What follows belongs to an exercise in optimizing a design on an open flow for small area, a short achievable clock period and few clock cycles per item; a production flow would make more cautious choices.
At most, simulation tests tie the RTL to the original design; equivalence was not proved.
No driver is modelled on the clock port, so clock power and skew are understated where the tree is cut down; a real chip needs a root buffer or a tree.

==> flow/design.v (excerpt) <==
module bytedecode_top (
	input  logic					i_clk,
	input  logic					i_rstn,
	input  logic [64-1:0]	i_ibytes,
	input  logic					i_ibytes_valid,
	output logic					o_ibytes_ready,
	input  logic [3:0]				i_l,
	output logic [64-1:0]	o_coeffs,
	output logic					o_coeffs_valid,
	output logic					o_done
);
	logic [63:0]	a_q;
	logic			va_q;
	logic [3:0]		ta_q;			 
	logic			la_q;			 
	logic [5:0]		p_q;
	logic [5:0]		cnt_q;			 
	logic			ready_q;		 
	logic			pge_q, pgt_q;
	logic [5:0]		thr;
	logic			emit, lastbeat, amove, load;
	assign thr      = ta_q[0] ? 6'd9 : (ta_q[3] ? 6'd4 : 6'd0);
	assign emit     = va_q & (la_q | ~pgt_q | i_ibytes_valid);
	assign lastbeat = la_q & pge_q;
	assign amove    = ~va_q | (emit & pge_q);
	assign load     = i_ibytes_valid & ready_q;
	logic [5:0]		p_sub, p_move, p_stay;
	logic [3:0]		t_in;
	logic			in_last;
	logic			ge_move, gt_move, ge_stay, gt_stay;
	assign p_sub  = p_q - thr;
	assign p_move = ~va_q ? p_q : (la_q ? 6'd0 : p_sub);
	assign p_stay = pge_q ? p_q : p_sub;
	assign t_in    = bytedecode_pkg::width_therm(i_l);
	assign in_last = (cnt_q == 6'd1);
	always_comb begin
		if (t_in[0]) begin
			ge_move = (p_move >= 6'd9);
			gt_move = (p_move >  6'd9);
		end else if (t_in[3]) begin
			ge_move = (p_move >= 6'd4);
			gt_move = (p_move >  6'd4);
		end else begin
			ge_move = 1'b1;
			gt_move = (p_move != 6'd0);
		end
		ge_stay = (p_stay >= thr);
		gt_stay = (p_stay >  thr);
	end
	always_ff @(posedge i_clk or negedge i_rstn) begin
		if (!i_rstn) begin
			va_q  <= 1'b0;
			p_q   <= '0;
			cnt_q <= '0;
		end else begin
			if (amove) begin
				va_q <= load;
				p_q  <= p_move;
			end else begin
				p_q  <= p_stay;
			end
			if (load) begin
				if (cnt_q == 6'd0) begin
					cnt_q <= {i_l - 4'd1, 2'b11};
				end else begin
					cnt_q <= cnt_q - 1'b1;
				end
			end
		end
	end
	always_ff @(posedge i_clk) begin
		if (amove) begin
			a_q     <= i_ibytes;
			ta_q    <= t_in;
			la_q    <= in_last;
			pge_q   <= ge_move;
			pgt_q   <= gt_move;
			ready_q <= ~load | ge_move;
  ...
Size: about 770 cells after synthesis, roughly 150 flip-flops, ~7900 um2 of cells after synthesis.
Settings: LEC_CHECK=0, ABC_AREA=1, CAP_MARGIN=20, CORE_MARGIN=2, CORE_UTILIZATION=40, PLACE_DENSITY=0.6, SLEW_MARGIN=20; clock period 10.5 ns.
standard.sh (not shown) runs the stock make flow with config.mk's settings and CLKGATE_MAP_FILE= SYNTH_SCRIPT=/design/flow/synth_recipe.tcl, a recipe that flattens the netlist after the stock synthesis.
==> flow/flow/run.sh <==
#!/bin/bash
# Standard ORFS layout with these changes:
#  - synthesis maps logic with ABC's area mapper (flow/abc_area.script, used
#    as ABC_AREA=1 script); registers are mapped as in the standard synthesis
#  - timing repair aims at a tighter setup margin than the clock period asks
#  - the smallest buffer on the ports, and a clock tree of clustered
#    clkbuf_16 buffers
set -euo pipefail
rm -rf scripts_copy
cp -r "$FLOW_HOME/scripts" scripts_copy
cp flow/abc_area.script scripts_copy/abc_area.script
bash standard.sh SCRIPTS_DIR="$PWD/scripts_copy" SETUP_SLACK_MARGIN=7.4 \
	"BUFFER_PORTS_ARGS=-buffer_cell sky130_fd_sc_hd__buf_1" \
	"CTS_ARGS=-sink_clustering_enable -repair_clock_nets -buf_list sky130_fd_sc_hd__clkbuf_16 -sink_clustering_size 30 -sink_clustering_max_diameter 100" \
	finish > flow_make.log 2>&1
==> flow/flow/abc_area.script <==
strash
dch
amap
topo
Testbench counts at the start, summed over its fixed seeds: cycles 11,779, frames 384.
Edit:
==> flow/flow/run.sh (replaced) <==
#!/bin/bash
# Standard ORFS layout, with the timing repair steps asked to reach a
# tighter setup margin than the clock period alone would ask for, the
# smallest buffer on the ports, and a clock tree of large clustered buffers.
set -euo pipefail
bash standard.sh SETUP_SLACK_MARGIN=7.4 \
	"BUFFER_PORTS_ARGS=-buffer_cell sky130_fd_sc_hd__buf_1" \
	"CTS_ARGS=-sink_clustering_enable -repair_clock_nets -buf_list sky130_fd_sc_hd__clkbuf_16 -sink_clustering_size 30 -sink_clustering_max_diameter 100 -dont_use_dummy_load" \
	finish > flow_make.log 2>&1
removed: flow/flow/abc_area.script
Effect:
- first-iteration DRC count grows by 12%
- synthesized cell count grows by about 80%
Edit:
==> flow/flow/run.sh (replaced) <==
#!/bin/bash
# Standard ORFS layout with these changes:
#  - synthesis maps logic with ABC's area mapper (flow/abc_area.script, used
#    as ABC_AREA=1 script); registers are mapped as in the standard synthesis
#  - timing repair aims at a tighter setup margin than the clock period asks
#  - the smallest buffer on the ports, and a clock tree of clustered
#    clkbuf_16 buffers
set -euo pipefail
rm -rf scripts_copy
cp -r "$FLOW_HOME/scripts" scripts_copy
cp flow/abc_area.script scripts_copy/abc_area.script
bash standard.sh SCRIPTS_DIR="$PWD/scripts_copy" SETUP_SLACK_MARGIN=7.4 \
	"BUFFER_PORTS_ARGS=-buffer_cell sky130_fd_sc_hd__buf_1" \
	"CTS_ARGS=-sink_clustering_enable -repair_clock_nets -buf_list sky130_fd_sc_hd__clkbuf_16 -sink_clustering_size 30 -sink_clustering_max_diameter 100" \
	finish > flow_make.log 2>&1
==> flow/flow/abc_area.script (new file) <==
strash
dch
amap
topo
stime -c
buffer -c
upsize -c
dnsize -c
Clock-buffer cell count rose by 3.
Wire length fell by 14%.
Critical path depth fell by 2.
Sequential share of layout area rose by 0.48 points.
First-iteration DRC count fell by 9.9%.
Synthesized cell count fell by 38%.
Worst setup slack got worse by 0.078 ns.
Utilization rose by 6.9 points.
Cell area fell by 1.3%.
Edit:
==> flow/flow/run.sh (replaced) <==
#!/bin/bash
# Standard ORFS layout, with the timing repair steps asked to reach a
# tighter setup margin than the clock period alone would ask for, the
# smallest buffer on the ports, and a clock tree of large clustered buffers.
set -euo pipefail
bash standard.sh SETUP_SLACK_MARGIN=7.4 \
	"BUFFER_PORTS_ARGS=-buffer_cell sky130_fd_sc_hd__buf_1" \
	"CTS_ARGS=-sink_clustering_enable -repair_clock_nets -buf_list sky130_fd_sc_hd__clkbuf_16 -sink_clustering_size 30 -sink_clustering_max_diameter 100" \
	finish > flow_make.log 2>&1
removed: flow/flow/abc_area.script
Result: Fmax goes up by 2.9%; cell area climbs by 2.3%; routed wire length is higher by 18%; worst setup slack gains 0.091 ns; synthesized cell count goes up by 62%; via count grows by 28%.
Edit:
--- a/flow/flow/run.sh
+++ b/flow/flow/run.sh
@@ -4,5 +4,5 @@
 # smallest buffer on the ports, and a clock tree of large clustered buffers.
 set -euo pipefail
-bash standard.sh SETUP_SLACK_MARGIN=7.4 \
+bash standard.sh SETUP_SLACK_MARGIN=7.5 \
 	"BUFFER_PORTS_ARGS=-buffer_cell sky130_fd_sc_hd__buf_1" \
 	"CTS_ARGS=-sink_clustering_enable -repair_clock_nets -buf_list sky130_fd_sc_hd__clkbuf_16 -sink_clustering_size 30 -sink_clustering_max_diameter 100" \
--- a/flow/config.mk
+++ b/flow/config.mk
@@ -6,5 +6,5 @@
 export NUM_CORES = 4
 export LEC_CHECK = 0
-export ABC_AREA = 1
+export ABC_AREA = 0
 export CAP_MARGIN = 20
 export CORE_MARGIN = 2
What happened: Global-route usage climbs by 5.9 points. Flip-flop and latch count stays the same. Hold slack gets worse by 0.0053 ns. Setup slack gets worse by 0.17 ns.
Edit:
--- a/flow/config.mk
+++ b/flow/config.mk
@@ -6,8 +6,8 @@
 export NUM_CORES = 4
 export LEC_CHECK = 0
-export ABC_AREA = 0
+export ABC_AREA = 1
 export CAP_MARGIN = 20
 export CORE_MARGIN = 2
-export CORE_UTILIZATION = 40
-export PLACE_DENSITY = 0.6
+export CORE_UTILIZATION = 55
+export PLACE_DENSITY = 0.7
 export SLEW_MARGIN = 20
Effect:
- sequential share of layout area came out higher by 5.3 points
- first-iteration DRC count falls by 2.9%
- global-route usage rose by 1.9 points
- fmax grows by 7.8%
- setup slack is better by 0.24 ns
- non-clock buffer count is lower by 60
- final cell count goes up by 9.8%
- count of clock-buffer cells in the layout stays the same
- synthesized cell count goes up by 31%

* * *

bytedecode_top again, from the RTL that the note above started with.
export LEC_CHECK = 0
export ABC_AREA = 1
export CAP_MARGIN = 20
export CORE_MARGIN = 2
export CORE_UTILIZATION = 40
export GPL_TIMING_DRIVEN = 1
export PLACE_DENSITY = 0.6
export SLEW_MARGIN = 20
create_clock -name core_clock -period 10.5 [get_ports {i_clk}]
==> flow/flow/run.sh <==
#!/bin/bash
# Standard ORFS layout with these changes:
#  - timing repair aims at a tighter setup margin than the clock period asks
#  - the smallest buffer on the ports
#  - the clock tree is built by flow/manual_cts.tcl (the clock port drives
#    one clkbuf_16, which drives 8 clkbuf_16 leaves, each clocking an equal
#    share of the registers) in place of TritonCTS; the rest of the CTS step
#    (legalization, setup and hold repair) runs as usual
set -euo pipefail
rm -rf scripts_copy
cp -r "$FLOW_HOME/scripts" scripts_copy
python3 - "$PWD/flow/manual_cts.tcl" <<'PY'
import sys
p = 'scripts_copy/cts.tcl'
s = open(p).read()
old = 'log_cmd clock_tree_synthesis {*}$cts_args'
assert old in s
s = s.replace(old, 'source %s\nmanual_cts i_clk 8 sky130_fd_sc_hd__clkbuf_16\nset_propagated_clock [all_clocks]' % sys.argv[1])
open(p, 'w').write(s)
PY
bash standard.sh SCRIPTS_DIR="$PWD/scripts_copy" SETUP_SLACK_MARGIN=7.4 \
	"BUFFER_PORTS_ARGS=-buffer_cell sky130_fd_sc_hd__buf_1" \
	finish > flow_make.log 2>&1
Other scripts of this flow, unchanged in this note and not shown: flow/flow/manual_cts.tcl
The starting point ran to the end with no violations.
Testbench counts at the start, summed over its fixed seeds: cycles 11,779, frames 384.
==> next run, changes <==
Settings changed: GPL_TIMING_DRIVEN 1 to not set, PLACE_DENSITY 0.6 to 0.8.
The changed run finished clean.
Via count rose by about 3.4%.
Synthesized area does not change.
Sequential share of layout area fell by 0.62 points.
==> next run, changes <==
--- a/flow/flow/run.sh
+++ b/flow/flow/run.sh
@@ -19,5 +19,5 @@
 open(p, 'w').write(s)
 PY
-bash standard.sh SCRIPTS_DIR="$PWD/scripts_copy" SETUP_SLACK_MARGIN=7.4 \
+bash standard.sh SCRIPTS_DIR="$PWD/scripts_copy" SETUP_SLACK_MARGIN=7.3 \
 	"BUFFER_PORTS_ARGS=-buffer_cell sky130_fd_sc_hd__buf_1" \
 	finish > flow_make.log 2>&1
Settings changed: PLACE_DENSITY 0.8 to 0.6.
Effect: The changed run produced a clean layout. Flip-flop and latch count does not change. Global-route usage rose by 0.52 points. Synthesized cell count does not change. Clock skew stays flat. Die area is unchanged. Synthesized area does not change. Wire length rose slightly. Worst hold slack is worse by 23 ps. Final cell count is unchanged.
In every run of this note, the design's own scripts or RTL, not TritonCTS, make the clock network.

* * *

Setup of run 1:
The RTL this note starts from:
==> flow/design.v <==
package bytedecode_pkg;
	function automatic logic [3:0] width_therm(logic [3:0] l);
		case (l)
			4'd11:   width_therm = 4'b1111;
			4'd12:   width_therm = 4'b1110;
			4'd5:    width_therm = 4'b1100;
			4'd10:   width_therm = 4'b1000;
			default: width_therm = 4'b0000;
		endcase
	endfunction
endpackage
`timescale 1ns/10ps
module bytedecode_top (
	input  logic					i_clk,
	input  logic					i_rstn,
	input  logic [64-1:0]	i_ibytes,
	input  logic					i_ibytes_valid,
	output logic					o_ibytes_ready,
	input  logic [3:0]				i_l,
	output logic [64-1:0]	o_coeffs,
	output logic					o_coeffs_valid,
	output logic					o_done
);
	logic [63:0]	a_q, b_q;
	logic			va_q, vb_q;
	logic [3:0]		ta_q, tb_q;		 
	logic			la_q, lb_q;		 
	logic [5:0]		p_q;
	logic [5:0]		cnt_q;			 
	logic			ready_q;
	logic			pge_q, pgt_q;
	logic [5:0]		thr;
	logic			emit, lastbeat, pop, amove;
	logic [5:0]		p_d;
	assign thr      = ta_q[0] ? 6'd9 : (ta_q[3] ? 6'd4 : 6'd0);
	assign emit     = va_q & (la_q | ~pgt_q | vb_q);
	assign lastbeat = la_q & pge_q;
	assign pop      = emit & pge_q;
	assign amove    = ~va_q | pop;
	assign p_d      = emit ? (lastbeat ? 6'd0 : p_q - thr) : p_q;
	logic			load, in_last;
	assign load    = i_ibytes_valid & ready_q;
	assign in_last = (cnt_q == 6'd1);
	logic			va_d, vb_d;
	logic [3:0]		ta_d;
	logic			ready_d;
	logic [5:0]		thr_d;
	logic			pge_d, pgt_d;
	assign va_d  = amove ? vb_q : va_q;
	assign vb_d  = ready_q ? i_ibytes_valid : (vb_q & ~amove);
	assign ta_d  = amove ? tb_q : ta_q;
	assign thr_d = ta_d[0] ? 6'd9 : (ta_d[3] ? 6'd4 : 6'd0);
	assign pge_d   = (p_d >= thr_d);
	assign pgt_d   = (p_d > thr_d);
	assign ready_d = ~vb_d | ~va_d | pge_d;
	always_ff @(posedge i_clk or negedge i_rstn) begin
		if (!i_rstn) begin
			va_q    <= 1'b0;
			vb_q    <= 1'b0;
			p_q     <= '0;
			cnt_q   <= '0;
			ready_q <= 1'b0;
			pge_q   <= 1'b1;
			pgt_q   <= 1'b0;
		end else begin
			va_q    <= va_d;
			vb_q    <= vb_d;
			p_q     <= p_d;
			ready_q <= ready_d;
			pge_q   <= pge_d;
			pgt_q   <= pgt_d;
			if (load) begin
				if (cnt_q == 6'd0) begin
					cnt_q <= {i_l - 4'd1, 2'b11};
				end else begin
					cnt_q <= cnt_q - 1'b1;
				end
			end
		end
	end
	always_ff @(posedge i_clk) begin
		if (amove) begin
			a_q  <= b_q;
			ta_q <= tb_q;
			la_q <= lb_q;
		end
		if (ready_q) begin
			b_q  <= i_ibytes;
			tb_q <= bytedecode_pkg::width_therm(i_l);
			lb_q <= in_last;
		end
	end
	logic [127:0]	cat;
	logic [59:0]	sh4;
	logic [54:0]	sh;
	logic [63:0]	win;
	logic			m11, m12, m20, m40, m55, m60;
	assign cat = {b_q, a_q};
	assign sh4 = 60'(cat >> {p_q[5:2], 2'b00});
	assign sh  = 55'(sh4 >> p_q[1:0]);
	assign m11 = ~(lastbeat & ta_q[0]);
	assign m12 = ~(lastbeat & ta_q[1]);
	assign m20 = ~(lastbeat & ta_q[2]);
	assign m40 = ~(lastbeat & ta_q[3]);
	assign m55 = ~ta_q[0] & m40;
	assign m60 = ~ta_q[3];
	assign win = {a_q[63:60] & {4{m60}},
	              sh4[59:55] & {5{m55}},
	              sh[54:40]  & {15{m40}},
	              sh[39:20]  & {20{m20}},
	              sh[19:12]  & {8{m12}},
	              sh[11]     & m11,
	              sh[10:0]};
	always_ff @(posedge i_clk) begin
		o_coeffs <= win;
	end
	always_ff @(posedge i_clk or negedge i_rstn) begin
		if (!i_rstn) begin
			o_coeffs_valid <= 1'b0;
			o_done         <= 1'b0;
		end else begin
			o_coeffs_valid <= emit;
			o_done         <= emit & lastbeat;
		end
	end
	assign o_ibytes_ready = ready_q;
endmodule
clock: 10.5 ns
lec_check: 0
cap_margin: 20
core_margin: 2
core_utilization: 40
place_density: 0.6
slew_margin: 20
==> flow/flow/run.sh <==
#!/bin/bash
# Standard ORFS layout, with the timing repair steps asked to reach a
# tighter setup margin than the clock period alone would ask for, and
# the smallest buffer on the ports.
set -euo pipefail
bash standard.sh SETUP_SLACK_MARGIN=7.5 "BUFFER_PORTS_ARGS=-buffer_cell sky130_fd_sc_hd__buf_1" finish > flow_make.log 2>&1
Having completed the whole flow, run 1 delivered a layout that passed the timing, DRC and antenna checks.
## Diff of input files: run 2 against run 1
Settings: a change of CORE_UTILIZATION from 40 to 55; a change of PLACE_DENSITY from 0.6 to 0.7; an added CTS_BUF_LIST of sky130_fd_sc_hd__clkbuf_8.
==> comparison <==
In run 2 relative to run 1, post-route non-filler standard cell count had gone down by a few percent. Min instance count after placement with tap cells included across run 1 and run 2: run 2. Compared with run 1, run 2 has extra setup slack. Summary of run 2 over run 1: detailed-route via count went up by about 2.6%; post-detailed-route via-to-cell ratio went up by 9.8%; layout overhead on the synthesized area has decreased. Run 2 ran to completion and came out clean on the timing, DRC and antenna checks. Diff run 1 -> run 2 | met1 wire length | down by a few percent.
No functional check of the RTL was part of any run of this note.

## what the ideal ports hide
In the flow no input, the clock included, has a driving cell. The finished layouts below were timed again as built, in two steps.
Step 1 (the two cells are an assumption about what drives the block):
set clk [get_ports {i_clk}]
set_driving_cell -lib_cell sky130_fd_sc_hd__clkbuf_16 $clk
set_driving_cell -lib_cell sky130_fd_sc_hd__buf_2 [delete_from_list [all_inputs] $clk]
Step 2 moves the port delays by t, midway between the first and last clock arrival at a register: inputs arrive t later, outputs are due t later. That takes back most of the time a late clock gives input paths.
Three values: ideal, step 1, step 2; two values: the first two.
| run | t (ns) | slack for setup (ns) | clock arrival spread, ns |
|---|---|---|---|
| the first run of note 1 | 0.479 | 7.277 / 7.283 / 6.804 | 0.017 / 0.017 |
| the second run of note 1 | 0.468 | 7.388 / 7.377 / 6.948 | 0.023 / 0.024 |
| the third run of note 1 | 0.475 | 7.310 / 7.334 / 6.858 | 0.012 / 0.011 |
| the fourth run of note 1 | 0.486 | 7.400 / 7.387 / 6.936 | 0.014 / 0.013 |
| the fifth run of note 1 | 0.490 | 7.232 / 7.242 / 6.752 | 0.011 / 0.012 |
| the sixth run of note 1 | 0.473 | 7.468 / 7.466 / 7.010 | 0.009 / 0.009 |
| the first run of note 2 | 0.425 | 7.356 / 7.380 / 6.955 | 0.018 / 0.018 |
| the second run of note 2 | 0.437 | 7.389 / 7.400 / 6.963 | 0.014 / 0.014 |
| the third run of note 2 | 0.422 | 7.342 / 7.362 / 6.939 | 0.016 / 0.015 |
| run 1 | 0.595 | 7.162 / 7.107 / 7.094 | 0.009 / 0.009 |
| run 2 | 0.588 | 7.190 / 7.145 / 6.994 | 0.034 / 0.034 |
After both steps every run listed still meets setup and hold. The setup slack of the fifth run of note 1, which loses most, moves by +0.010 ns with the drivers and by -0.480 ns with both steps.
